This design comes from an exercise in tuning for small area, a short achievable clock period and few clock cycles on the open sky130 flow, not from production work. No functional check of the RTL was part of any run shown here.

==> flow/design.v (outline; a module is shown in full before it is edited, if it fits) <==
// module iter_counter: 14 lines
// module jw_control: 16 lines
// module jw_step: 453 lines
// module jw_fa: 10 lines
// module jw_ha: 9 lines
// module pixel_result: 15 lines
// module julia_worker: 161 lines
// module jw_start: 17 lines
// module jw_sure_escape: 24 lines
module julia_worker (
	input  logic               tb_clk,
	input  logic               rst,
	input  logic               start,
	input  logic [19:0]        pixel,   
	input  logic [43:0]        c,       
	input  logic               mc_busy,
	output logic               ready,
	output logic               done,
	output logic [63:0]        result   
);
  // ...
==> flow/run.sh <==
#!/bin/bash
# synth_recipe.tcl (not shown) runs the flow's synth.tcl, then flattens the netlist and writes it again
# the make line also repeats each setting of config.mk as NAME=value (left out here)
make -C /OpenROAD-flow-scripts/flow DESIGN_CONFIG=/design/flow/config.mk WORK_HOME=/design/flow/orfs CLKGATE_MAP_FILE= SYNTH_SCRIPT=/design/flow/synth_recipe.tcl finish
==> flow/config.mk <==
export PLATFORM = sky130hd
export DESIGN_NAME = julia_worker
export DESIGN_NICKNAME = julia_worker
export VERILOG_FILES = /design/flow/design.v
export SDC_FILE = /design/flow/constraint.sdc
export NUM_CORES = 4
export LEC_CHECK = 0
export CAP_MARGIN = 60
export CORE_MARGIN = 2
export CORE_UTILIZATION = 40
export SLEW_MARGIN = 60
export SYNTH_HIERARCHICAL = 1
export SYNTH_MINIMUM_KEEP_SIZE = 0
==> flow/constraint.sdc <==
create_clock -name core_clock -period 14.0 [get_ports {tb_clk}]
set_input_delay 2.8000 -clock core_clock [delete_from_list [all_inputs] [get_ports {tb_clk}]]
set_output_delay 2.8000 -clock core_clock [all_outputs]
set_load 0.01 [all_outputs]
==> results.tsv, run 1 <==
stage	metric	value	unit
outcome	status	no timing/DRC/antenna violations	
layout	# clk buffers	19	
timing	crit share post-route	44.1	%
yosys	post-synthesis mux area share	1.70	%
worst_setup_path	critical path class	reg -> reg	
clock_tree	Clock Latency Late Sink	0.50	ns
drt	total number of vias	12500	
global_routing	GRT Total Usage	19.2	%
worst_setup_path	worst path bufs/invs	1	
worst_setup_path	RR Startpoint	xi[11]	
placement	IO Port Bufs	113	
yosys	Synth Area in XOR/XNOR	8.76	%
global_routing	M3 GR Usage	3.29	%
layout	fin nets	2260	
job	max_cap viols	0	
layout	Biggest register	z_seen	
timing	worst slew pin tran	0.560	ns
clock_tree	Setup Fix Bufs, Post-CTS	0	
timing	final setup fails	0	
timing	RSZ-0062 raised after global routing	no	
min_path	hold depth	0	
placement	DPL Wire Length	34.7	mm
layout	Layout clock area frac	2.76	%
worst_setup_path	cell family with most CP delay	adder cells	
clock_tree	clk buf depth	2	
==> run 2: changes to the inputs <==
--- a/flow/design.v
+++ b/flow/design.v
@@ -66,19 +66,18 @@
 	input  logic [13:0] xi,
 	input  logic [14:0] cre,
 	input  logic [14:0] cim,
 	output logic        escaped,
 	output logic [15:0] nre,
 	output logic [15:0] nim
 );
 	logic [27:0] ta_r0, ta_r1, tb_r0, tb_r1, tp_r0, tp_r1;
-	logic [11:0] ca_s, cb_s, cp_s;
 	logic        ca, cb, cp;
-	logic [16:0] te_r0, te_r1, esum;
+	logic [16:0] te_r0, te_r1;
 	logic [15:0] tr_r0, tr_r1;
 	logic [6:0]  bneg, bone, btwo;
 	logic [14:0] bpp0, bpp1, bpp2, bpp3, bpp4, bpp5, bpp6;
 	logic [14:0] yb, xs1, xs2;
 	logic tas1, tac2, tas3, tac3, tas4, tac4, tas5, tac5, tas6, tac6, tas7, tac7, tas8, tac8, tas9, tac9;
 	logic tas10, tac10, tas11, tac11, tas12, tac12, tas13, tac13, tas14, tac14, tas15, tac15, tas16, tac16, tas17, tac17;
 	logic tas18, tac18, tas19, tac19, tas20, tac20, tas21, tac21, tas22, tac22, tas23, tac23, tas24, tac24, tas25, tac25;
 	logic tas26, tac26, tas27, tac27, tas28, tac28, tas29, tac29, tas30, tac30, tas31, tac31, tas32, tac32, tas33, tac33;
@@ -145,22 +144,118 @@
 	assign bneg[5] = yb[12];
 	assign bone[5] = yb[11] ^ yb[10];
 	assign btwo[5] = (yb[12] & ~yb[11] & ~yb[10]) | (~yb[12] & yb[11] & yb[10]);
 	assign bpp5 = (({15{bone[5]}} & xs1) | ({15{btwo[5]}} & xs2)) ^ {15{bneg[5]}};
 	assign bneg[6] = yb[14];
 	assign bone[6] = yb[13] ^ yb[12];
 	assign btwo[6] = (yb[14] & ~yb[13] & ~yb[12]) | (~yb[14] & yb[13] & yb[12]);
 	assign bpp6 = (({15{bone[6]}} & xs1) | ({15{btwo[6]}} & xs2)) ^ {15{bneg[6]}};
-	assign ca_s = {1'b0, ta_r0[10:0]} + {1'b0, ta_r1[10:0]};
-	assign cb_s = {1'b0, tb_r0[10:0]} + {1'b0, tb_r1[10:0]};
-	assign cp_s = {1'b0, tp_r0[10:0]} + {1'b0, tp_r1[10:0]};
-	assign ca = ca_s[11];
-	assign cb = cb_s[11];
-	assign cp = cp_s[11];
+	logic [10:0] kca_g, kca_t;
+	assign kca_g = ta_r0[10:0] & ta_r1[10:0];
+	assign kca_t = ta_r0[10:0] | ta_r1[10:0];
+	logic kca_g0_0, kca_t0_0;
+	assign kca_g0_0 = kca_g[1] | (kca_t[1] & kca_g[0]);
+	assign kca_t0_0 = kca_t[1] & kca_t[0];
+	logic kca_g0_1, kca_t0_1;
+	assign kca_g0_1 = kca_g[3] | (kca_t[3] & kca_g[2]);
+	assign kca_t0_1 = kca_t[3] & kca_t[2];
+	logic kca_g0_2, kca_t0_2;
+	assign kca_g0_2 = kca_g[5] | (kca_t[5] & kca_g[4]);
+	assign kca_t0_2 = kca_t[5] & kca_t[4];
+	logic kca_g0_3, kca_t0_3;
+	assign kca_g0_3 = kca_g[7] | (kca_t[7] & kca_g[6]);
+	assign kca_t0_3 = kca_t[7] & kca_t[6];
+	logic kca_g0_4, kca_t0_4;
+	assign kca_g0_4 = kca_g[9] | (kca_t[9] & kca_g[8]);
+	assign kca_t0_4 = kca_t[9] & kca_t[8];
+	logic kca_g1_0, kca_t1_0;
+	assign kca_g1_0 = kca_g0_1 | (kca_t0_1 & kca_g0_0);
+	assign kca_t1_0 = kca_t0_1 & kca_t0_0;
+	logic kca_g1_1, kca_t1_1;
+	assign kca_g1_1 = kca_g0_3 | (kca_t0_3 & kca_g0_2);
+	assign kca_t1_1 = kca_t0_3 & kca_t0_2;
+	logic kca_g1_2, kca_t1_2;
+	assign kca_g1_2 = kca_g[10] | (kca_t[10] & kca_g0_4);
+	assign kca_t1_2 = kca_t[10] & kca_t0_4;
+	logic kca_g2_0, kca_t2_0;
+	assign kca_g2_0 = kca_g1_1 | (kca_t1_1 & kca_g1_0);
+	assign kca_t2_0 = kca_t1_1 & kca_t1_0;
+	logic kca_g3_0, kca_t3_0;
+	assign kca_g3_0 = kca_g1_2 | (kca_t1_2 & kca_g2_0);
+	assign kca_t3_0 = kca_t1_2 & kca_t2_0;
+	assign ca = kca_g3_0;
+	logic [10:0] kcb_g, kcb_t;
+	assign kcb_g = tb_r0[10:0] & tb_r1[10:0];
+	assign kcb_t = tb_r0[10:0] | tb_r1[10:0];
+	logic kcb_g0_0, kcb_t0_0;
+	assign kcb_g0_0 = kcb_g[1] | (kcb_t[1] & kcb_g[0]);
+	assign kcb_t0_0 = kcb_t[1] & kcb_t[0];
+	logic kcb_g0_1, kcb_t0_1;
+	assign kcb_g0_1 = kcb_g[3] | (kcb_t[3] & kcb_g[2]);
+	assign kcb_t0_1 = kcb_t[3] & kcb_t[2];
+	logic kcb_g0_2, kcb_t0_2;
+	assign kcb_g0_2 = kcb_g[5] | (kcb_t[5] & kcb_g[4]);
+	assign kcb_t0_2 = kcb_t[5] & kcb_t[4];
+	logic kcb_g0_3, kcb_t0_3;
+	assign kcb_g0_3 = kcb_g[7] | (kcb_t[7] & kcb_g[6]);
+	assign kcb_t0_3 = kcb_t[7] & kcb_t[6];
+	logic kcb_g0_4, kcb_t0_4;
+	assign kcb_g0_4 = kcb_g[9] | (kcb_t[9] & kcb_g[8]);
+	assign kcb_t0_4 = kcb_t[9] & kcb_t[8];
+	logic kcb_g1_0, kcb_t1_0;
+	assign kcb_g1_0 = kcb_g0_1 | (kcb_t0_1 & kcb_g0_0);
+	assign kcb_t1_0 = kcb_t0_1 & kcb_t0_0;
+	logic kcb_g1_1, kcb_t1_1;
+	assign kcb_g1_1 = kcb_g0_3 | (kcb_t0_3 & kcb_g0_2);
+	assign kcb_t1_1 = kcb_t0_3 & kcb_t0_2;
+	logic kcb_g1_2, kcb_t1_2;
+	assign kcb_g1_2 = kcb_g[10] | (kcb_t[10] & kcb_g0_4);
+	assign kcb_t1_2 = kcb_t[10] & kcb_t0_4;
+	logic kcb_g2_0, kcb_t2_0;
+	assign kcb_g2_0 = kcb_g1_1 | (kcb_t1_1 & kcb_g1_0);
+	assign kcb_t2_0 = kcb_t1_1 & kcb_t1_0;
+	logic kcb_g3_0, kcb_t3_0;
+	assign kcb_g3_0 = kcb_g1_2 | (kcb_t1_2 & kcb_g2_0);
+	assign kcb_t3_0 = kcb_t1_2 & kcb_t2_0;
+	assign cb = kcb_g3_0;
+	logic [10:0] kcp_g, kcp_t;
+	assign kcp_g = tp_r0[10:0] & tp_r1[10:0];
+	assign kcp_t = tp_r0[10:0] | tp_r1[10:0];
+	logic kcp_g0_0, kcp_t0_0;
+	assign kcp_g0_0 = kcp_g[1] | (kcp_t[1] & kcp_g[0]);
+	assign kcp_t0_0 = kcp_t[1] & kcp_t[0];
+	logic kcp_g0_1, kcp_t0_1;
+	assign kcp_g0_1 = kcp_g[3] | (kcp_t[3] & kcp_g[2]);
+	assign kcp_t0_1 = kcp_t[3] & kcp_t[2];
+	logic kcp_g0_2, kcp_t0_2;
+	assign kcp_g0_2 = kcp_g[5] | (kcp_t[5] & kcp_g[4]);
+	assign kcp_t0_2 = kcp_t[5] & kcp_t[4];
+	logic kcp_g0_3, kcp_t0_3;
+	assign kcp_g0_3 = kcp_g[7] | (kcp_t[7] & kcp_g[6]);
+	assign kcp_t0_3 = kcp_t[7] & kcp_t[6];
+	logic kcp_g0_4, kcp_t0_4;
+	assign kcp_g0_4 = kcp_g[9] | (kcp_t[9] & kcp_g[8]);
+	assign kcp_t0_4 = kcp_t[9] & kcp_t[8];
+	logic kcp_g1_0, kcp_t1_0;
+	assign kcp_g1_0 = kcp_g0_1 | (kcp_t0_1 & kcp_g0_0);
+	assign kcp_t1_0 = kcp_t0_1 & kcp_t0_0;
+	logic kcp_g1_1, kcp_t1_1;
+	assign kcp_g1_1 = kcp_g0_3 | (kcp_t0_3 & kcp_g0_2);
+	assign kcp_t1_1 = kcp_t0_3 & kcp_t0_2;
+	logic kcp_g1_2, kcp_t1_2;
+	assign kcp_g1_2 = kcp_g[10] | (kcp_t[10] & kcp_g0_4);
+	assign kcp_t1_2 = kcp_t[10] & kcp_t0_4;
+	logic kcp_g2_0, kcp_t2_0;
+	assign kcp_g2_0 = kcp_g1_1 | (kcp_t1_1 & kcp_g1_0);
+	assign kcp_t2_0 = kcp_t1_1 & kcp_t1_0;
+	logic kcp_g3_0, kcp_t3_0;
+	assign kcp_g3_0 = kcp_g1_2 | (kcp_t1_2 & kcp_g2_0);
+	assign kcp_t3_0 = kcp_t1_2 & kcp_t2_0;
+	assign cp = kcp_g3_0;
 	assign tas1 = ~cre[3];
 	assign tac2 = cre[3];
 	jw_fa u_ta3 (.a(cre[1]), .b(xr[6]), .c((xr[0] & xr[11])), .s(tas3), .co(tac3));
 	jw_fa u_ta4 (.a(cre[2]), .b((xr[0] & xr[12])), .c((xr[1] & xr[11])), .s(tas4), .co(tac4));
 	jw_fa u_ta5 (.a(tas1), .b(xr[7]), .c(~(xr[13] & xr[0])), .s(tas5), .co(tac5));
 	jw_fa u_ta6 (.a((xr[1] & xr[12])), .b((xr[2] & xr[11])), .c((xr[3] & xr[10])), .s(tas6), .co(tac6));
 	jw_fa u_ta7 (.a(cre[4]), .b(tac2), .c(~(xr[13] & xr[1])), .s(tas7), .co(tac7));
 	jw_fa u_ta8 (.a((xr[2] & xr[12])), .b((xr[3] & xr[11])), .c((xr[4] & xr[10])), .s(tas8), .co(tac8));
@@ -504,18 +599,65 @@
 	jw_fa u_tr338 (.a(~tb_r0[24]), .b(~tb_r1[24]), .c(ta_r0[24]), .s(trs338), .co(trc338));
 	jw_fa u_tr339 (.a(ta_r1[24]), .b(trc336), .c(trs338), .s(trs339), .co(trc339));
 	jw_fa u_tr340 (.a(~tb_r0[25]), .b(~tb_r1[25]), .c(ta_r0[25]), .s(trs340), .co(trc340));
 	jw_fa u_tr341 (.a(ta_r1[25]), .b(trs340), .c(trc338), .s(trs341), .co(trc341));
 	assign trs342 = ~tb_r0[26] ^ ~tb_r1[26] ^ ta_r0[26];
 	assign trs343 = ta_r1[26] ^ trc340 ^ trs342;
 	assign tr_r0 = {trc341, trc339, trc337, trc335, trc333, trc331, trc329, trc327, trc325, trc323, trc321, trc319, trc317, trc315, trs314, ~cb};
 	assign tr_r1 = {trs343, trs341, trs339, trs337, trs335, trs333, trs331, trs329, trs327, trs325, trs323, trs321, trs319, trs317, trs315, trs313};
-	assign esum = te_r0 + te_r1 + ca;
-	assign escaped = ~esum[16];
+	logic [15:0] kce_g, kce_t;
+	assign kce_g = te_r0[15:0] & te_r1[15:0];
+	assign kce_t = te_r0[15:0] | te_r1[15:0];
+	logic kce_g0_0, kce_t0_0;
+	assign kce_g0_0 = kce_g[1] | (kce_t[1] & kce_g[0]);
+	assign kce_t0_0 = kce_t[1] & kce_t[0];
+	logic kce_g0_1, kce_t0_1;
+	assign kce_g0_1 = kce_g[3] | (kce_t[3] & kce_g[2]);
+	assign kce_t0_1 = kce_t[3] & kce_t[2];
+	logic kce_g0_2, kce_t0_2;
+	assign kce_g0_2 = kce_g[5] | (kce_t[5] & kce_g[4]);
+	assign kce_t0_2 = kce_t[5] & kce_t[4];
+	logic kce_g0_3, kce_t0_3;
+	assign kce_g0_3 = kce_g[7] | (kce_t[7] & kce_g[6]);
+	assign kce_t0_3 = kce_t[7] & kce_t[6];
+	logic kce_g0_4, kce_t0_4;
+	assign kce_g0_4 = kce_g[9] | (kce_t[9] & kce_g[8]);
+	assign kce_t0_4 = kce_t[9] & kce_t[8];
+	logic kce_g0_5, kce_t0_5;
+	assign kce_g0_5 = kce_g[11] | (kce_t[11] & kce_g[10]);
+	assign kce_t0_5 = kce_t[11] & kce_t[10];
+	logic kce_g0_6, kce_t0_6;
+	assign kce_g0_6 = kce_g[13] | (kce_t[13] & kce_g[12]);
+	assign kce_t0_6 = kce_t[13] & kce_t[12];
+	logic kce_g0_7, kce_t0_7;
+	assign kce_g0_7 = kce_g[15] | (kce_t[15] & kce_g[14]);
+	assign kce_t0_7 = kce_t[15] & kce_t[14];
+	logic kce_g1_0, kce_t1_0;
+	assign kce_g1_0 = kce_g0_1 | (kce_t0_1 & kce_g0_0);
+	assign kce_t1_0 = kce_t0_1 & kce_t0_0;
+	logic kce_g1_1, kce_t1_1;
+	assign kce_g1_1 = kce_g0_3 | (kce_t0_3 & kce_g0_2);
+	assign kce_t1_1 = kce_t0_3 & kce_t0_2;
+	logic kce_g1_2, kce_t1_2;
+	assign kce_g1_2 = kce_g0_5 | (kce_t0_5 & kce_g0_4);
+	assign kce_t1_2 = kce_t0_5 & kce_t0_4;
+	logic kce_g1_3, kce_t1_3;
+	assign kce_g1_3 = kce_g0_7 | (kce_t0_7 & kce_g0_6);
+	assign kce_t1_3 = kce_t0_7 & kce_t0_6;
+	logic kce_g2_0, kce_t2_0;
+	assign kce_g2_0 = kce_g1_1 | (kce_t1_1 & kce_g1_0);
+	assign kce_t2_0 = kce_t1_1 & kce_t1_0;
+	logic kce_g2_1, kce_t2_1;
+	assign kce_g2_1 = kce_g1_3 | (kce_t1_3 & kce_g1_2);
+	assign kce_t2_1 = kce_t1_3 & kce_t1_2;
+	logic kce_g3_0, kce_t3_0;
+	assign kce_g3_0 = kce_g2_1 | (kce_t2_1 & kce_g2_0);
+	assign kce_t3_0 = kce_t2_1 & kce_t2_0;
+	assign escaped = ~(te_r0[16] ^ te_r1[16] ^ (kce_g3_0 | (kce_t3_0 & ca)));
 	assign nre = tr_r0 + tr_r1 + ca;
 	assign nim = {tp_r0[25:11] + tp_r1[25:11] + cp, cim[0]};
 endmodule
 module jw_fa (
 	input  logic a,
 	input  logic b,
 	input  logic c,
 	output logic s,
==> run 2 against run 1 <==
  * Maximum frequency is 0.89% higher
  * Setup slack improved by 0.054 ns
  * Sequential share of layout area up 0.19 points
  * Clock skew up 0.0023 ns
  * Area after synthesis is 1.2% lower
  * Non-clock buffer count is 1 higher
  * Via count is 1.8% higher
==> results.tsv, run 2 <==
stage	metric	value	unit	change
timing	max frequency	164	MHz	
drt	total number of vias	12800		+1.8%
die	Site Rows	79		
global_routing	GRT Total Usage	19.9	%	+0.67 points
placement	IO Port Bufs	113		unchanged
yosys	Post-synth EDFFs	110		
global_routing	pin count of the biggest net entering global routing	63		
layout	fin nets	2231		-1.3%
clock_tree	CTS Sinks	172		
clock_tree	Clock transition at path regs	0.07	ns	
yosys	Synth Instances	1770		
die	Die H	222	µm	
drt	DRC Markers	0		
timing	final hold vios	0		
worst_setup_path	Critical path destination	u_sure.qr[7]		
drt	initial drt markers	834		
clock_tree	clk buf depth	2		unchanged
layout	number of flip-flops in the largest register	28		
yosys	Synth area leader	fa_1		
placement	Post-Place Cells	2370		
global_routing	initial antenna violation count	1		
clock_tree	post_cts resized	0		
layout	Area Growth Syn to Fin	9.69	%	
clock_tree	cts hold-fix bufs	0		
die	die area	49200	µm²	
timing	RSZ-0062 raised after global routing	no		
yosys	Seq/Total Area, Yosys	24.0	%	
layout	most frequent cells in the layout	fa_1 (281), xnor2_1 (146), nor2_1 (134)		
layout	biggest regs	z_seen (28), pix_q (20), res_index (20)		
yosys	Mapped Area	19000	µm²	
yosys	prevailing post-synth register cell	edfxtp_1		
timing	crit share post-route	43.7	%	-0.39 points
drt	via/cell ratio	5.31		
worst_setup_path	R2R depth	19		
outcome	status	no timing/DRC/antenna violations		
yosys	Synth area leaders	fa_1 (30%), edfxtp_1 (17%), xnor2_1 (6.7%)		
timing	Fin Hold WS	0.420	ns	
worst_setup_path	critical path class	reg -> reg		
drt	Avg WL per Cell	19.4	µm	
placement	GPL Wtd Cong	0.872		
worst_setup_path	CP Launch Point	xi[1]		
layout	Final Non-Filler Cells	2402		
layout	Biggest register	z_seen		
yosys	Synth top area share	29.7	%	
timing	worst slew pin tran	0.600	ns	+0.0392 ns
die	die width	222	µm	
yosys	register bit total from synthesis	172		
yosys	Ys Warns	10		
layout	post-layout util	44.6	%	
die	Starting Density	40.6	%	
worst_setup_path	worst path required time	14.35	ns	
clock_tree	H-tree levels	4		
placement	DPL Wire Length	35.4	mm	+2.1%
worst_setup_path	RR Startpoint	xi[1]		
die	core footprint	46700	µm²	
timing	setup_tns	0	ns	
clock_tree	CTS tree	yes		
min_path	HP Class	reg -> reg		
global_routing	GR Overflow Total	0		
timing	Rel. slew slack	59.7	%	
worst_setup_path	reg2reg setup slack	7.88	ns	
worst_setup_path	Critical Path AT	6.47	ns	
worst_setup_path	Reg2Reg Capture Point	u_sure.qr[7]		
timing	Slew Viols, Final	0		
layout	leading cell type in the layout, fill and taps excluded	fa_1		
die	I/O pin cnt	134		
clock_tree	Clock Latency Late Sink	0.49	ns	about the same
worst_setup_path	Critical Path Start Type	register		
job	max_cap viols	0		unchanged
yosys	syn_area_per_cell	10.7	µm²	
yosys	top cells by count, synth	fa_1 (281), xnor2_1 (146), nor2_1 (134), inv_1 (124), edfxtp_1 (110)		
global_routing	global-route wire length before repair	75.4	mm	
layout	layout cells sized above 1	7.74	%	
timing	minimum clock period	6.12	ns	
clock_tree	Setup Fix Bufs, Post-CTS	0		unchanged
clock_tree	Num CTS Buffers	17		
drt	final wirelength	46.6	mm	
clock_tree	CTS root buffer	clkbuf_16		
timing	final setup fails	0		unchanged
layout	Inserted Diodes	0		
worst_setup_path	CP Capture Type	register		
drt	Antenna Violating Nets Remaining	0		
yosys	ys async rst share	0	%	
yosys	Netlist cell types	90		
timing	post-route clock skew	0.0128	ns	
yosys	most common cell in the netlist	fa_1		
drt	Pre-antenna DRT Iters	24		
global_routing	vias in the first global route	13600		
worst_setup_path	worst-path maximum fanout	19		
run 2: cell types whose count changed after synthesis, moves of 6 or more:
cell / delta
buf_2: +7
nor2_1: +30
clkbuf_1: -21
o21ai_0: -13
o22ai_1: +9
a31oi_1: +7
inv_1: +7
ha_1: -39
a21oi_1: +6
and2_1: -19
run 2: worst max-delay path, stage by stage (launching register included):
cell      delay [ns]
dfxtp_1         0.33
buf_4           0.29
clkinv_1        0.35
nor2_1          0.24
fa_1            0.46
fa_1            0.45
fa_1            0.40
fa_1            0.57
inv_1           0.07
fa_1            0.52
fa_1            0.41
ha_1            0.35
inv_1           0.07
o21ai_1         0.25
a21oi_1         0.20
o31ai_1         0.57
and4_1          0.27
nor3_1          0.05
inv_1           0.05
o21ai_0         0.06
run 2: per-module statistics from Yosys (local to each module, per instance):
module / flops+latches / cells / times used / area, µm²
jw_control: 0 / 5 / 1 / 26.3
pixel_result: 0 / 67 / 1 / 474
jw_fa: 0 / 1 / 275 / 20.0
jw_step: 0 / 867 / 1 / 5400
jw_ha: 0 / 1 / 34 / 12.5
iter_counter: 8 / 37 / 1 / 339
jw_sure_escape: 16 / 31 / 1 / 424
jw_start: 0 / 88 / 1 / 606
julia_worker: 148 / 366 / 1 / 5760
run 2: final cells by class:
| type | instances | area [µm²] |
|---|---|---|
| Tap cell | 607 | 759 |
| Multi-Input combinational cell | 1321 | 13000 |
| Clock inverter | 14 | 178 |
| Sequential cell | 172 | 4550 |
| Clock buffer | 18 | 429 |
| Fill cell | 4442 | 25900 |
| Inverter | 126 | 473 |
| Timing Repair Buffer | 144 | 1380 |
run 2: kinds of logic (layout without fill, tap and decap cells):
kind of cell / Yosys count / after routing / synth area share, %
muxes: 30 / 30 / 1.82
buffers and inverters: 300 / 302 / 7.99
DFF: 172 / 172 / 24.0
adders and majority gates: 384 / 384 / 36.4
and+or+nand+nor: 407 / 407 / 10.9
other: 3 / 26 / 0.0594
xor gates and xnor gates: 185 / 185 / 8.59
AOI/OAI and AO/OA: 289 / 289 / 10.3
run 2: stage by stage:
stage | area, µm² | setup slack, ns
CTS | 20800 | 7.80
finish | 20800 | 7.88
floorplan | 19000 | 8.42
detailed placement | 20200 | 7.85
global placement | 20100 | 7.72
global route | 20800 | 7.52
run 2: routing by layer:
metal	GRT usage (%)	vias to the layer above	part of all wire, %
met4	8.22	0	3.2
met1	26.8	6471	45
li1	-	5886	-
met2	31.3	353	46
met5	0	-	0
met3	3.96	55	5.2
run 2: how the worst min path moves through the flow:
stage | slack [ns] | startpoint | to | cells after the start
6_report | 0.42 | pix_q[10] | res_index[0] | 0
5_1_grt | 0.43 | pix_q[15] | res_index[5] | 0
4_1_cts | 0.42 | pix_q[10] | res_index[0] | 0
3_5_place_dp | 0.41 | pix_q[10] | res_index[0] | 0
3_3_place_gp | 0.40 | pix_q[12] | res_index[2] | 0
2_1_floorplan | 0.40 | pix_q[10] | res_index[0] | 0
==> run 3: changes to the inputs <==
--- a/flow/config.mk
+++ b/flow/config.mk
@@ -7,6 +7,6 @@
 export LEC_CHECK = 0
-export CAP_MARGIN = 60
+export CAP_MARGIN = 70
 export CORE_MARGIN = 2
 export CORE_UTILIZATION = 40
-export SLEW_MARGIN = 60
+export SLEW_MARGIN = 70
 export SYNTH_HIERARCHICAL = 1
==> run 3 against run 2 <==
  * Maximum frequency increased by 0.38%
  * First-iteration DRC count up 18%
  * Cell area rose by 0.87%
  * Sequential cell count unchanged
  * Critical path type is now reg -> out
  * Synthesized cell count unchanged
  * Via count increased by 1.1%
  * Clock skew fell by 0.0012 ns
  * Largest cell class unchanged
==> results.tsv, run 3 <==
stage	metric	value	unit	change
outcome	status	no timing/DRC/antenna violations		
yosys	syn_area_per_cell	10.7	µm²	unchanged
worst_setup_path	reg2reg setup slack	7.94	ns	+0.06 ns
global_routing	initial antenna violation count	1		unchanged
yosys	Synth Instances	1770		unchanged
worst_setup_path	Critical Path AT	3.29	ns	-3.18 ns
worst_setup_path	Critical Path Max Stage Delay	0.61	ns	+0.04 ns
yosys	Seq/Total Area, Yosys	24.0	%	unchanged
clock_tree	Clock transition at path regs	0.07	ns	about the same
yosys	Ys Warns	10		unchanged
worst_setup_path	Reg2Reg Capture Point	xr[12]		
yosys	Synth top area share	29.7	%	unchanged
die	Site Rows	79		unchanged
yosys	Synth Area in Compound Gates	10.3	%	unchanged
yosys	prevailing post-synth register cell	edfxtp_1		
yosys	Synth Area in Simple Gates	10.9	%	unchanged
timing	post-route clock skew	0.0116	ns	-0.00122 ns
clock_tree	Setup Fix Bufs, Post-CTS	0		unchanged
die	Die H	222	µm	unchanged
timing	worst slew pin tran	0.538	ns	-0.0619 ns
timing	minimum clock period	6.09	ns	-0.0230 ns
timing	max frequency	164	MHz	+0.38%
placement	DPL Wire Length	35.7	mm	+0.77%
die	die width	222	µm	unchanged
layout	fin nets	2237		+0.27%
clock_tree	Clock Latency Late Sink	0.48	ns	about the same
yosys	most common cell in the netlist	fa_1		
clock_tree	CTS Sinks	172		unchanged
layout	Area Growth Syn to Fin	10.6	%	
worst_setup_path	CP cell instances	or3_1 > a21o_1 > or4_1 > or3_2 > nand2_1 > nand2_1 > clkdlybuf4s50_1		
yosys	post-synthesis mux area share	1.82	%	unchanged
layout	Inserted Diodes	0		unchanged
global_routing	pin count of the biggest net entering global routing	43		-32%
timing	Rel. slew slack	63.8	%	+4.0 points
drt	total number of vias	12900		+1.1%
layout	layout cells sized above 1	8.88	%	+1.1 points
worst_setup_path	cell family with most CP delay	simple AND/OR/NAND/NOR gates		
yosys	top cells by count, synth	fa_1 (281), xnor2_1 (146), nor2_1 (134), inv_1 (124), edfxtp_1 (110)		
yosys	Netlist cell types	90		unchanged
layout	post-layout util	45.0	%	+0.39 points
worst_setup_path	Critical path destination	ready		
clock_tree	H-tree levels	4		unchanged
job	max_cap viols	0		unchanged
drt	final wirelength	46.8	mm	+0.43%
drt	Antenna Violating Nets Remaining	0		unchanged
placement	GPL Wtd Cong	0.872		unchanged
yosys	register bit total from synthesis	172		unchanged
layout	leading cell type in the layout, fill and taps excluded	fa_1		
die	die area	49200	µm²	unchanged
timing	Fin Hold WS	0.419	ns	-0.000656 ns
timing	setup ws final	7.91	ns	+0.0230 ns
global_routing	GRT Total Usage	19.9	%	+0.027 points
timing	final hold vios	0		unchanged
yosys	Synth area leader	fa_1		
layout	most frequent cells in the layout	fa_1 (281), xnor2_1 (144), nor2_1 (134)		
drt	Pre-antenna DRT Iters	21		-13%
timing	crit share post-route	43.5	%	-0.16 points
global_routing	global-route wire length before repair	75.6	mm	+0.23%
worst_setup_path	CP Capture Type	primary output		
drt	Avg WL per Cell	19.4	µm	+0.18%
global_routing	GR Overflow Total	0		unchanged
global_routing	vias in the first global route	13700		+0.21%
worst_setup_path	worst path bufs/invs	1		-4
yosys	Post-synth EDFFs	110		unchanged
drt	initial drt markers	984		+18%
layout	number of flip-flops in the largest register	28		unchanged
timing	final setup fails	0		unchanged
layout	Biggest register	z_seen		
drt	via/cell ratio	5.36		+0.86%
placement	IO Port Bufs	113		unchanged
timing	RSZ-0062 raised after global routing	no		
clock_tree	CTS root buffer	clkbuf_16		
yosys	Synth Area in XOR/XNOR	8.59	%	unchanged
worst_setup_path	cell mode on critical path	nand2_1		
timing	Slew Viols, Final	0		unchanged
min_path	HP Class	reg -> reg		
drt	DRC Markers	0		unchanged
clock_tree	clk buf depth	2		unchanged
die	Starting Density	40.6	%	unchanged
worst_setup_path	critical path class	reg -> out		
clock_tree	Num CTS Buffers	17		unchanged
clock_tree	CTS tree	yes		
worst_setup_path	Slowest-stage cell, CP	or4_1		
clock_tree	post_cts resized	0		unchanged
placement	pre-CTS WS	7.98	ns	+0.136 ns
layout	biggest regs	z_seen (28), pix_q (20), res_index (20)		
worst_setup_path	RR Startpoint	xr[9]		
worst_setup_path	R2R depth	19		unchanged
worst_setup_path	worst path required time	11.20	ns	-3.15 ns
die	I/O pin cnt	134		unchanged
min_path	hold depth	0		unchanged
timing	setup_tns	0	ns	unchanged
worst_setup_path	worst-path maximum fanout	3		-16
worst_setup_path	Stages on worst setup path	7		-12
die	core footprint	46700	µm²	unchanged
yosys	Synth area leaders	fa_1 (30%), edfxtp_1 (17%), xnor2_1 (6.7%)		
yosys	ys async rst share	0	%	unchanged
yosys	Mapped Area	19000	µm²	unchanged
clock_tree	cts hold-fix bufs	0		unchanged
yosys	largest family of logic cells by synthesized area	adder cells		
worst_setup_path	CP Launch Point	u_sure.qr[5]		
worst_setup_path	Critical Path Start Type	register		
yosys	Synth Area in Adders	36.4	%	unchanged
==> run 3: cell type report <==
cell class                 count  area [µm²]
clock inverter                12         129
sequential                   172        4570
tap                          607         759
timing repair buffer         150        1490
inverter                     126         473
multi-input combinational   1321       13100
fill                        4417       25700
clock buffer                  20         468
==> run 3: worst min-delay path by stage <==
stage                     startpoint      endpoint  slack (ns)
after floorplan            pix_q[10]  res_index[0]        0.40
after global placement     pix_q[12]  res_index[2]        0.40
after detailed placement   pix_q[10]  res_index[0]        0.41
after CTS                  pix_q[10]  res_index[0]        0.42
after global routing       pix_q[15]  res_index[5]        0.44
final                      pix_q[10]  res_index[0]        0.42
==> run 3: metrics by stage <==
stage                     area [µm²]  cells
after floorplan                19000   1793
after global placement         20100   2370
after detailed placement       20300   2373
after CTS                      20900   2405
after global routing           21000   2408
final                          21000   2408
==> run 3: cell families (layout without fill, tap and decap cells) <==
family | Yosys count | count (layout)
AO/OA/AOI/OAI | 289 | 289
other | 3 | 26
adder cells (fa/ha/maj) | 384 | 384
AND/OR/NAND/NOR | 407 | 407
multiplexers | 30 | 30
buffers and inverters | 300 | 308
XOR/XNOR | 185 | 185
flip-flops | 172 | 172
==> run 3: worst register-to-register path, stage by stage, from the launching register on <==
cell,delay [ns]
dfxtp_2,0.60
buf_4,0.43
and2_1,0.20
fa_1,0.44
fa_1,0.47
fa_1,0.53
inv_1,0.05
ha_1,0.27
inv_1,0.05
fa_1,0.47
fa_1,0.48
fa_1,0.41
a21o_1,0.20
a21oi_2,0.20
o21bai_2,0.09
a31o_1,0.28
nand4_1,0.17
a31oi_1,0.16
xor2_1,0.17
mux2_2,0.28
==> run 3: modules after synthesis, one instance, submodules excluded <==
module | area (µm²) | cells inside | flip-flops and latches
jw_start | 606 | 88 | 0
pixel_result | 474 | 67 | 0
jw_control | 26.3 | 5 | 0
jw_fa | 20.0 | 1 | 0
julia_worker | 5760 | 366 | 148
iter_counter | 339 | 37 | 8
jw_ha | 12.5 | 1 | 0
jw_step | 5400 | 867 | 0
jw_sure_escape | 424 | 31 | 16
==> run 3: metal layers <==
layer | vias to the layer above | share of wire, % | track usage [%] | wire (µm)
met4 | 0 | 2.4 | 7.59 | 1110
met5 | - | 0 | 0 | 0
met2 | 408 | 47 | 31.7 | 22200
li1 | 5900 | - | - | -
met3 | 59 | 5.3 | 3.38 | 2480
met1 | 6540 | 45 | 27.2 | 21000
==> module julia_worker, before the edit <==
module julia_worker (
	input  logic               tb_clk,
	input  logic               rst,
	input  logic               start,
	input  logic [19:0]        pixel,   
	input  logic [43:0]        c,       
	input  logic               mc_busy,
	output logic               ready,
	output logic               done,
	output logic [63:0]        result   
);
	logic        busy;
	logic        load;
	logic        tree_escaped;
	logic        periodic;
	logic [7:0]  count;
	logic [19:0] pix_q;
	logic [13:0] xr, xi, xr0, xi0;
	logic [1:0]  xr_top, xi_top;    
	logic [15:0] zr_d, zi_d;        
	logic        ovr, ovi;
	logic [15:0] nre, nim;
	logic [14:0] cre, cim, cre0, cim0;
	logic        cre_big, cim_big, cre_big0, cim_big0;   
	logic        cflag;       
	logic [27:0] z_seen;
	logic        waiting;     
	logic        w_dec;       
	logic        w_black;     
	logic        esc_q;       
	logic        esc_raw;     
	logic        stepped;     
	logic        per_q;       
	logic        res_free;
	logic        sure_esc;
	logic        stop;
	logic        late_stop;   
	logic        pstop;       
	logic        may_take;    
	logic        step;
	logic        transfer;
	logic [19:0] res_index;
	logic [19:0] pix_index;
	logic [7:0]  res_count;
	logic        res_black;
	jw_sure_escape u_sure (
		.tb_clk   (tb_clk),
		.dr       (zr_d[15:8]),
		.di       (zi_d[15:8]),
		.cflag    (cflag),
		.ovr      (ovr),
		.ovi      (ovi),
		.sure_esc (sure_esc)
	);
	assign esc_q     = esc_raw & stepped;
	assign late_stop = esc_q | pstop;
	assign stop      = late_stop | sure_esc;
	assign step = busy & ~waiting & ~stop;
	jw_control u_control (
		.rst      (rst),
		.start    (start),
		.mc_busy  (mc_busy),
		.busy     (busy),
		.done     (done),
		.may_take (may_take),
		.stop     (stop),
		.ready    (ready),
		.load     (load),
		.res_free (res_free)
	);
	iter_counter u_counter (
		.tb_clk   (tb_clk),
		.load     (load),
		.step     (step),
		.count    (count)
	);
	assign transfer = busy & res_free & (waiting | stop);
	always_ff @(posedge tb_clk) begin
		if (rst) begin
			busy    <= 1'b0;
			waiting <= 1'b0;
			done    <= 1'b0;
			stepped <= 1'b0;
			may_take <= 1'b0;
			per_q   <= 1'b0;
			pstop   <= 1'b0;
		end else begin
			busy    <= load | (busy & ~transfer);
			waiting <= busy & ~load & ~res_free & (waiting | stop);
			done    <= transfer | (done & mc_busy);
			may_take <= (load | (busy & ~transfer)) & ~(busy & ~load & ~res_free & (waiting | stop))
			            & ~(transfer | (done & mc_busy));
			stepped <= step;
			per_q   <= step & periodic;
			pstop   <= step & (periodic | (count == 8'(MAX_ITER - 1)));
		end
		esc_raw <= tree_escaped;
		cflag   <= ~load & (cflag | (step & (cre_big | cim_big)));
		if (~waiting) begin
			w_dec   <= esc_q;
			w_black <= ~esc_q & (per_q | (count == 8'(MAX_ITER)));
		end
	end
	always_ff @(posedge tb_clk) begin
		if (res_free) begin
			res_index <= pix_index;
			if (waiting) begin
				res_count <= w_dec ? count - 8'd1 : count;
				res_black <= w_black;
			end else begin
				res_count <= esc_q ? count - 8'd1 : count;
				res_black <= ~esc_q & (per_q | (count == 8'(MAX_ITER)));
			end
		end
	end
	jw_start u_start (
		.pixel (pixel),
		.c     (c),
		.xr    (xr0),
		.xi    (xi0),
		.cre     (cre0),
		.cim     (cim0),
		.cre_big (cre_big0),
		.cim_big (cim_big0)
	);
	jw_step u_step (
		.xr      (xr),
		.xi      (xi),
		.cre     (cre),
		.cim     (cim),
		.escaped (tree_escaped),
		.nre     (nre),
		.nim     (nim)
	);
	always_ff @(posedge tb_clk) begin
		if (count[3:0] == 4'd0) begin
			z_seen <= {xr, xi};
		end
	end
	assign periodic = (count != 8'd0) & ~ovr & ~ovi & ({xr, xi} == z_seen);
	assign zr_d = load ? {{2{xr0[13]}}, xr0} : nre;
	assign zi_d = load ? {{2{xi0[13]}}, xi0} : nim;
	always_ff @(posedge tb_clk) begin
		{xr_top, xr} <= zr_d;
		{xi_top, xi} <= zi_d;
		if (load) begin
			cre     <= cre0;
			cim     <= cim0;
			cre_big <= cre_big0;
			cim_big <= cim_big0;
			pix_q <= pixel;
		end
	end
	assign pix_index = {pix_q[9:0], 9'd0} + {2'd0, pix_q[9:0], 7'd0} + 20'(pix_q[19:10]);
	pixel_result u_result (
		.index  (res_index),
		.count  (res_count),
		.black  (res_black),
		.result (result)
	);
endmodule
==> module jw_start, before the edit <==
module jw_start (
	input  logic [19:0] pixel,
	input  logic [43:0] c,
	output logic [13:0] xr,
	output logic [13:0] xi,
	output logic [14:0] cre,
	output logic [14:0] cim,
	output logic        cre_big,
	output logic        cim_big
);
	assign xr = (14'(pixel[19:10]) - 14'(CENTER_X)) <<< MAP_SHIFT;
	assign xi = (14'(CENTER_Y) - 14'(pixel[9:0])) <<< MAP_SHIFT;
	assign cre     = c[36:22];
	assign cim     = c[14:0];
	assign cre_big = c[43:36] != {8{c[43]}};
	assign cim_big = c[21:14] != {8{c[21]}};
endmodule
==> module jw_sure_escape, before the edit <==
module jw_sure_escape (
	input  logic       tb_clk,
	input  logic [7:0] dr,      
	input  logic [7:0] di,
	input  logic       cflag,
	output logic       ovr,
	output logic       ovi,
	output logic       sure_esc
);
	logic [7:0]  qr, qi;
	logic [12:8] mr, mi;
	logic        big_r, big_i;
	always_ff @(posedge tb_clk) begin
		qr <= dr;
		qi <= di;
	end
	assign ovr = (qr[7:5] != {3{qr[5]}}) | cflag;
	assign ovi = qi[7:5] != {3{qi[5]}};
	assign mr = qr[4:0] ^ {5{qr[5]}};
	assign mi = qi[4:0] ^ {5{qi[5]}};
	assign big_r = mr[12] & (|mr[11:8]);
	assign big_i = mi[12] & (|mi[11:8]);
	assign sure_esc = ovr | ovi | big_r | big_i;
endmodule
==> run 4: changes to the inputs <==
--- a/flow/design.v
+++ b/flow/design.v
@@ -715,3 +715,2 @@
 	logic [1:0]  xr_top, xi_top;    
-	logic [15:0] zr_d, zi_d;        
 	logic        ovr, ovi;
@@ -719,4 +718,2 @@
 	logic [14:0] cre, cim, cre0, cim0;
-	logic        cre_big, cim_big, cre_big0, cim_big0;   
-	logic        cflag;       
 	logic [27:0] z_seen;
@@ -742,6 +739,4 @@
 	jw_sure_escape u_sure (
-		.tb_clk   (tb_clk),
-		.dr       (zr_d[15:8]),
-		.di       (zi_d[15:8]),
-		.cflag    (cflag),
+		.xr       (xr),
+		.xi       (xi),
 		.ovr      (ovr),
@@ -793,3 +788,2 @@
 		esc_raw <= tree_escaped;
-		cflag   <= ~load & (cflag | (step & (cre_big | cim_big)));
 		if (~waiting) begin
@@ -816,6 +810,4 @@
 		.xi    (xi0),
-		.cre     (cre0),
-		.cim     (cim0),
-		.cre_big (cre_big0),
-		.cim_big (cim_big0)
+		.cre   (cre0),
+		.cim   (cim0)
 	);
@@ -836,12 +828,15 @@
 	assign periodic = (count != 8'd0) & ~ovr & ~ovi & ({xr, xi} == z_seen);
-	assign zr_d = load ? {{2{xr0[13]}}, xr0} : nre;
-	assign zi_d = load ? {{2{xi0[13]}}, xi0} : nim;
+	assign ovr = {xr_top, xr[13]} != {3{xr[13]}};
+	assign ovi = {xi_top, xi[13]} != {3{xi[13]}};
 	always_ff @(posedge tb_clk) begin
-		{xr_top, xr} <= zr_d;
-		{xi_top, xi} <= zi_d;
 		if (load) begin
-			cre     <= cre0;
-			cim     <= cim0;
-			cre_big <= cre_big0;
-			cim_big <= cim_big0;
+			{xr_top, xr} <= {{2{xr0[13]}}, xr0};
+			{xi_top, xi} <= {{2{xi0[13]}}, xi0};
+		end else begin
+			{xr_top, xr} <= nre;
+			{xi_top, xi} <= nim;
+		end
+		if (load) begin
+			cre   <= cre0;
+			cim   <= cim0;
 			pix_q <= pixel;
@@ -863,5 +858,3 @@
 	output logic [14:0] cre,
-	output logic [14:0] cim,
-	output logic        cre_big,
-	output logic        cim_big
+	output logic [14:0] cim
 );
@@ -869,27 +862,20 @@
 	assign xi = (14'(CENTER_Y) - 14'(pixel[9:0])) <<< MAP_SHIFT;
-	assign cre     = c[36:22];
-	assign cim     = c[14:0];
-	assign cre_big = c[43:36] != {8{c[43]}};
-	assign cim_big = c[21:14] != {8{c[21]}};
+	function automatic logic [14:0] clamp15(input logic [21:0] v);
+		if (v[21:14] == {8{v[21]}}) clamp15 = v[14:0];
+		else clamp15 = v[21] ? 15'h4000 : 15'h3fff;
+	endfunction
+	assign cre = clamp15(c[43:22]);
+	assign cim = clamp15(c[21:0]);
 endmodule
 module jw_sure_escape (
-	input  logic       tb_clk,
-	input  logic [7:0] dr,      
-	input  logic [7:0] di,
-	input  logic       cflag,
-	output logic       ovr,
-	output logic       ovi,
-	output logic       sure_esc
+	input  logic [13:0] xr,
+	input  logic [13:0] xi,
+	input  logic        ovr,
+	input  logic        ovi,
+	output logic        sure_esc
 );
-	logic [7:0]  qr, qi;
 	logic [12:8] mr, mi;
 	logic        big_r, big_i;
-	always_ff @(posedge tb_clk) begin
-		qr <= dr;
-		qi <= di;
-	end
-	assign ovr = (qr[7:5] != {3{qr[5]}}) | cflag;
-	assign ovi = qi[7:5] != {3{qi[5]}};
-	assign mr = qr[4:0] ^ {5{qr[5]}};
-	assign mi = qi[4:0] ^ {5{qi[5]}};
+	assign mr = xr[12:8] ^ {5{xr[13]}};
+	assign mi = xi[12:8] ^ {5{xi[13]}};
 	assign big_r = mr[12] & (|mr[11:8]);
--- a/flow/config.mk
+++ b/flow/config.mk
@@ -7,6 +7,6 @@
 export LEC_CHECK = 0
-export CAP_MARGIN = 70
+export CAP_MARGIN = 60
 export CORE_MARGIN = 2
 export CORE_UTILIZATION = 40
-export SLEW_MARGIN = 70
+export SLEW_MARGIN = 60
 export SYNTH_HIERARCHICAL = 1
==> run 4 against run 3 <==
  * Critical endpoint unchanged
  * Still clean
  * Utilization is 0.17 points lower
==> results.tsv, run 4 <==
stage	metric	value	unit	change
outcome	status	no timing/DRC/antenna violations		
global_routing	global-route wire length before repair	74.2	mm	-1.8%
worst_setup_path	reg2reg setup slack	7.77	ns	-0.17 ns
clock_tree	CTS Sinks	157		-8.7%
placement	IO Port Bufs	113		unchanged
layout	Inserted Diodes	0		unchanged
timing	crit share post-route	45.7	%	+2.2 points
yosys	ys async rst share	0	%	unchanged
yosys	Synth area leader	fa_1		
die	core footprint	46400	µm²	-0.64%
die	die width	220	µm	-0.72%
die	die area	48400	µm²	-1.4%
global_routing	pin count of the biggest net entering global routing	50		+16%
worst_setup_path	cell mode on critical path	nand2_1		
die	I/O pin cnt	134		unchanged
clock_tree	post_cts resized	0		unchanged
die	Starting Density	40.3	%	-0.34 points
timing	RSZ-0062 raised after global routing	no		
timing	final hold vios	0		unchanged
worst_setup_path	cell family with most CP delay	simple AND/OR/NAND/NOR gates		
placement	GPL Wtd Cong	0.862		-1.1%
layout	area of the multi-input gates	13300	µm²	+1.6%
yosys	Synth area leaders	fa_1 (30%), edfxtp_1 (17%), xnor2_1 (7.2%)		
drt	Pre-antenna DRT Iters	7		-67%
timing	max frequency	156	MHz	-4.7%
yosys	Mapped Area	18700	µm²	-1.5%
die	Die H	220	µm	-0.72%
yosys	Netlist cell types	87		-3.3%
clock_tree	Setup Fix Bufs, Post-CTS	0		unchanged
global_routing	vias in the first global route	13600		-0.044%
layout	Biggest register	z_seen		
layout	layout cells sized above 1	7.44	%	-1.4 points
yosys	syn_area_per_cell	10.6	µm²	-0.96%
worst_setup_path	Critical path destination	ready		
timing	setup_tns	0	ns	unchanged
clock_tree	Clock transition at path regs	0.07	ns	about the same
yosys	top cells by count, synth	fa_1 (281), xnor2_1 (154), nor2_1 (132), inv_1 (123), edfxtp_1 (108)		
drt	via/cell ratio	5.39		+0.60%
job	max_cap viols	0		unchanged
worst_setup_path	CP Capture Type	primary output		
yosys	Post-synth EDFFs	108		-1.8%
yosys	Synth top area share	30.1	%	+0.44 points
worst_setup_path	worst-path maximum fanout	30		+27
worst_setup_path	Slowest-stage cell, CP	dfxtp_1		
timing	Rel. slew slack	61.6	%	-2.2 points
layout	leading cell type in the layout, fill and taps excluded	fa_1		
timing	final setup fails	0		unchanged
die	Site Rows	79		unchanged
drt	initial drt markers	1116		+13%
min_path	HP Class	reg -> reg		
worst_setup_path	RR Startpoint	xr[9]		
worst_setup_path	CP Launch Point	xr[13]		
clock_tree	cts hold-fix bufs	0		unchanged
drt	Antenna Violating Nets Remaining	0		unchanged
clock_tree	clk buf depth	2		unchanged
layout	Layout fillers	4382		-0.79%
yosys	Ys Warns	10		unchanged
yosys	Synth Area in XOR/XNOR	8.67	%	+0.087 points
drt	DRC Markers	0		unchanged
drt	final wirelength	46.2	mm	-1.1%
yosys	prevailing post-synth register cell	edfxtp_1		
layout	biggest regs	z_seen (28), pix_q (20), res_index (20)		
layout	number of flip-flops in the largest register	28		unchanged
yosys	post-synthesis mux area share	1.67	%	-0.15 points
timing	worst slew pin tran	0.561	ns	+0.0236 ns
layout	most frequent cells in the layout	fa_1 (281), xnor2_1 (153), nor2_1 (132)		
worst_setup_path	Critical Path AT	3.60	ns	+0.31 ns
worst_setup_path	worst path bufs/invs	2		+1
timing	post-route clock skew	0.0158	ns	+0.00422 ns
worst_setup_path	Critical Path Max Stage Delay	0.54	ns	-0.07 ns
timing	Slew Viols, Final	0		unchanged
clock_tree	CTS root buffer	clkbuf_16		
layout	post-route cell area	20800	µm²	-1.0%
layout	register area	4230	µm²	-7.3%
yosys	Synth Area in Simple Gates	11.2	%	+0.37 points
drt	Avg WL per Cell	19.1	µm	-1.6%
worst_setup_path	Stages on worst setup path	9		+2
worst_setup_path	R2R depth	24		+5
clock_tree	Num CTS Buffers	17		unchanged
clock_tree	H-tree levels	4		unchanged
worst_setup_path	Reg2Reg Capture Point	xi_top[1]		
yosys	Synth Area in Adders	37.0	%	+0.54 points
timing	minimum clock period	6.40	ns	+0.303 ns
global_routing	initial antenna violation count	2		+1
worst_setup_path	Critical Path Start Type	register		
layout	fin nets	2250		+0.58%
worst_setup_path	critical path class	reg -> out		
placement	Cell Area, Placed	20100	µm²	-0.98%
yosys	most common cell in the netlist	fa_1		
yosys	Synth Area in Compound Gates	11.6	%	+1.4 points
global_routing	GRT Total Usage	20.0	%	+0.15 points
yosys	largest family of logic cells by synthesized area	adder cells		
global_routing	GR Overflow Total	0		unchanged
yosys	Seq/Total Area, Yosys	22.6	%	-1.4 points
placement	DPL Wire Length	35.6	mm	-0.23%
layout	Area Growth Syn to Fin	11.2	%	
worst_setup_path	worst path required time	11.20	ns	about the same
yosys	register bit total from synthesis	157		-8.7%
clock_tree	Clock Latency Late Sink	0.46	ns	-0.02 ns
drt	total number of vias	13100		+1.1%
worst_setup_path	CP cell instances	buf_4 > and3_1 > nor2_1 > a311oi_1 > nand4_1 > or3_1 > nand2_1 > nand2_1 > clkdlybuf4s50_1		
yosys	Synth Instances	1761		-0.51%
clock_tree	CTS tree	yes		
## run 4: layer usage
metal	share of wire (%)	vias to the layer above	track usage [%]
met3	6.3	56	3.70
met1	43	6642	26.8
met2	48	402	32.8
met4	2.4	0	6.87
met5	0	-	0
li1	-	5954	-
## run 4: layout make-up
cell class / instances / share of cell area, %
clock buffers: 20 / 2.20
clock inverters: 12 / 0.651
inverters: 127 / 2.30
multi-input cells: 1351 / 64.0
flip-flops and latches: 157 / 20.4
well taps: 607 / 3.66
repair buffers: 147 / 6.79
## run 4: logic make-up (layout without fill, tap and decap cells)
family	after synthesis	in the layout
AO/OA/AOI/OAI	318	318
XOR/XNOR	185	185
adder cells (fa/ha/maj)	384	384
buffers and inverters	276	306
flip-flops	157	157
multiplexers	28	28
other	3	26
AND/OR/NAND/NOR	410	410
## run 4: how the worst min path moves through the flow
| stage | start | depth (start not counted) | slack [ns] | to |
|---|---|---|---|---|
| global placement | pix_q[16] | 0 | 0.40 | res_index[6] |
| floorplan | pix_q[10] | 0 | 0.40 | res_index[0] |
| detailed placement | pix_q[11] | 0 | 0.40 | res_index[1] |
| finish | pix_q[11] | 0 | 0.42 | res_index[1] |
| global route | pix_q[11] | 0 | 0.43 | res_index[1] |
| CTS | pix_q[11] | 0 | 0.41 | res_index[1] |
## run 4: modules after synthesis (local to each module, per instance)
module / area, µm² / cells inside / flops+latches / copies in the design
jw_ha: 12.5 / 1 / 0 / 34
julia_worker: 5740 / 372 / 149 / 1
pixel_result: 474 / 67 / 0 / 1
jw_fa: 20.0 / 1 / 0 / 275
jw_step: 5400 / 867 / 0 / 1
jw_sure_escape: 66.3 / 10 / 0 / 1
jw_control: 26.3 / 5 / 0 / 1
jw_start: 709 / 94 / 0 / 1
iter_counter: 339 / 37 / 8 / 1
## run 4: through the flow
stage	setup WS, ns	cells	utilization [%]	hold WS, ns
after floorplan	8.40	1784	-	0.400
after global placement	7.58	2388	43.3	0.403
after detailed placement	7.83	2388	43.4	0.405
after CTS	7.65	2420	44.6	0.413
after global routing	7.41	2421	44.8	0.434
final	7.60	2421	44.8	0.415
==> run 5: changes to the inputs <==
--- a/flow/config.mk
+++ b/flow/config.mk
@@ -7,6 +7,6 @@
 export LEC_CHECK = 0
-export CAP_MARGIN = 60
+export CAP_MARGIN = 70
 export CORE_MARGIN = 2
 export CORE_UTILIZATION = 40
-export SLEW_MARGIN = 60
+export SLEW_MARGIN = 70
 export SYNTH_HIERARCHICAL = 1
==> run 5 against run 4 <==
  * Still clean on timing, DRC and antenna
  * First-iteration DRC count down 23%
  * Critical path depth stayed put
  * Sequential share of layout area decreased by 0.062 points
  * Via count shrank 0.45%
==> results.tsv, run 5 <==
stage	metric	value	unit	change
placement	IO Port Bufs	113		unchanged
worst_setup_path	Critical Path AT	3.47	ns	-0.13 ns
timing	crit share post-route	44.8	%	-0.92 points
clock_tree	cts hold-fix bufs	0		unchanged
layout	post-route cell area	20900	µm²	+0.51%
layout	number of flip-flops in the largest register	28		unchanged
placement	Cell Area, Placed	20200	µm²	+0.51%
yosys	Post-synth EDFFs	108		unchanged
layout	most frequent cells in the layout	fa_1 (281), xnor2_1 (151), nor2_1 (131)		
drt	initial drt markers	864		-23%
worst_setup_path	critical path class	reg -> out		
yosys	syn_area_per_cell	10.6	µm²	unchanged
yosys	Seq/Total Area, Yosys	22.6	%	unchanged
worst_setup_path	Critical Path Start Type	register		
drt	final wirelength	46.2	mm	-0.19%
clock_tree	clk buf depth	2		unchanged
layout	biggest regs	z_seen (28), pix_q (20), res_index (20)		
timing	final hold vios	0		unchanged
yosys	top cells by count, synth	fa_1 (281), xnor2_1 (154), nor2_1 (132), inv_1 (123), edfxtp_1 (108)		
layout	Area Growth Syn to Fin	11.7	%	
die	Die H	220	µm	unchanged
worst_setup_path	worst path required time	11.20	ns	about the same
yosys	Ys Warns	10		unchanged
placement	DPL Wire Length	35.7	mm	+0.26%
outcome	status	no timing/DRC/antenna violations		
die	die area	48400	µm²	unchanged
worst_setup_path	CP Capture Type	primary output		
global_routing	pin count of the biggest net entering global routing	50		unchanged
job	max_cap viols	0		unchanged
global_routing	vias in the first global route	13700		+0.26%
layout	Inserted Diodes	0		unchanged
layout	layout cells sized above 1	8.48	%	+1.0 points
die	die width	220	µm	unchanged
global_routing	global-route wire length before repair	74.8	mm	+0.77%
global_routing	GRT Total Usage	20.1	%	+0.074 points
drt	total number of vias	13000		-0.45%
yosys	Synth area leader	fa_1		
drt	Pre-antenna DRT Iters	7		unchanged
yosys	Synth area leaders	fa_1 (30%), edfxtp_1 (17%), xnor2_1 (7.2%)		
yosys	prevailing post-synth register cell	edfxtp_1		
yosys	Mapped Area	18700	µm²	unchanged
clock_tree	H-tree levels	4		unchanged
clock_tree	Clock Latency Late Sink	0.46	ns	about the same
drt	Antenna Violating Nets Remaining	0		unchanged
global_routing	GR Overflow Total	0		unchanged
clock_tree	CTS root buffer	clkbuf_16		
die	Starting Density	40.3	%	unchanged
layout	leading cell type in the layout, fill and taps excluded	fa_1		
timing	post-route clock skew	0.0120	ns	-0.00380 ns
drt	Avg WL per Cell	19.1	µm	-0.23%
layout	post-layout util	45.0	%	+0.23 points
die	I/O pin cnt	134		unchanged
yosys	register bit total from synthesis	157		unchanged
clock_tree	Num CTS Buffers	17		unchanged
yosys	Synth Instances	1761		unchanged
placement	Post-Place Cells	2388		unchanged
yosys	ys async rst share	0	%	unchanged
clock_tree	CTS tree	yes		
timing	max frequency	160	MHz	+2.1%
global_routing	initial antenna violation count	2		unchanged
clock_tree	post_cts resized	0		unchanged
clock_tree	Setup Fix Bufs, Post-CTS	0		unchanged
yosys	most common cell in the netlist	fa_1		
timing	minimum clock period	6.27	ns	-0.129 ns
die	core footprint	46400	µm²	unchanged
layout	Biggest register	z_seen		
clock_tree	Clock transition at path regs	0.07	ns	about the same
timing	setup_tns	0	ns	unchanged
die	Site Rows	79		unchanged
yosys	Synth top area share	30.1	%	unchanged
placement	GPL Wtd Cong	0.862		unchanged
layout	Final Non-Filler Cells	2422		+0.041%
layout	fin nets	2251		+0.044%
yosys	Netlist cell types	87		unchanged
min_path	HP Class	reg -> reg		
drt	DRC Markers	0		unchanged
timing	final setup fails	0		unchanged
worst_setup_path	worst-path maximum fanout	30		unchanged
clock_tree	CTS Sinks	157		unchanged
timing	Fin Hold WS	0.413	ns	-0.00185 ns
drt	via/cell ratio	5.37		-0.49%
timing	RSZ-0062 raised after global routing	no		
timing	Slew Viols, Final	0		unchanged
run 5: final timing paths:
kind / startpoint / endpoint / slack [ns] / cells past startpoint
hold / removal: pix_q[11] / res_index[1] / 0.41 / 0
hold reg to reg: pix_q[11] / res_index[1] / 0.41 / 0
setup / recovery: xr[13] / ready / 7.73 / 9
setup reg to reg: xr[1] / xi_top[1] / 8.01 / 20
run 5: per-layer routing:
layer	global-route usage, %	vias up	share of wire, %
met5	0	-	0
li1	-	5967	-
met3	4.11	63	5.7
met4	6.96	0	2.6
met2	32.7	343	48
met1	26.8	6622	44
run 5: kinds of logic (layout without fill, tap and decap cells):
logic type      Yosys count  in the layout  synth area share, %
fa+ha+maj               384            384                 37.0
flops                   157            157                 22.6
compound gates          318            318                 11.6
buf+inv                 276            307                 7.15
xor+xnor                185            185                 8.67
other cells               3             26               0.0603
mux                      28             28                 1.67
simple gates            410            410                 11.2
run 5: Yosys stat by module, one instance, submodules excluded, excerpt:
module | cell area, µm² | flip-flops and latches
iter_counter | 339 | 8
jw_start | 709 | 0
jw_fa | 20.0 | 0
julia_worker | 5740 | 149
jw_step | 5400 | 0
jw_control | 26.3 | 0
jw_sure_escape | 66.3 | 0
jw_ha | 12.5 | 0
run 5: stage by stage:
| step | setup WS, ns |
|---|---|
| after CTS | 7.74 |
| after global placement | 7.58 |
| after floorplan | 8.40 |
| final | 7.73 |
| after detailed placement | 8.04 |
| after global routing | 7.55 |
run 5: cell type report:
type | count | area [µm²]
Clock inverter | 10 | 103
Sequential cell | 157 | 4240
Clock buffer | 22 | 495
Multi-Input combinational cell | 1351 | 13400
Fill cell | 4354 | 25500
Tap cell | 607 | 759
Timing Repair Buffer | 148 | 1440
Inverter | 127 | 477
run 5: worst max-delay path, stage by stage, from the launching register on:
cell and delay, ns:
dfxtp_1 0.55, buf_6 0.39, and3_1 0.22, nor2_1 0.11, a311oi_1 0.29, nand4_1 0.29, or3_1 0.46, nand2_1 0.15
nand2_1 0.07, clkdlybuf4s50_1 0.48

[what the ideal ports hide]
The results above use ideal ports. As a check the final layouts listed here were re-extracted and re-timed, cells and wires unchanged.
Step 1: set_driving_cell puts a clkbuf_16 on tb_clk and a buf_2 on each other input, an assumption about the parent block.
Step 2 adds t to the input delays and takes it off the output delays; t is the mean of the earliest and latest rising clock arrival at the registers after step 1. Input paths then give back, and output paths get back, about the clock's delay inside the block.
a / b / c = ideal / step 1 / step 2; a / b = the first two.
| run | shift t [ns] | slack for setup (ns) | worst register clock-pin slew, ns |
|---|---|---|---|
| run 1 | 0.547 | 7.830 / 7.830 / 7.830 | 0.08 / 0.08 |
| run 2 | 0.540 | 7.884 / 7.878 / 7.884 | 0.08 / 0.08 |
| run 3 | 0.535 | 7.907 / 7.851 / 7.944 | 0.07 / 0.07 |
| run 4 | 0.506 | 7.604 / 7.545 / 7.774 | 0.08 / 0.08 |
| run 5 | 0.512 | 7.732 / 7.674 / 8.006 | 0.07 / 0.07 |
After both steps every run listed still meets setup and hold.
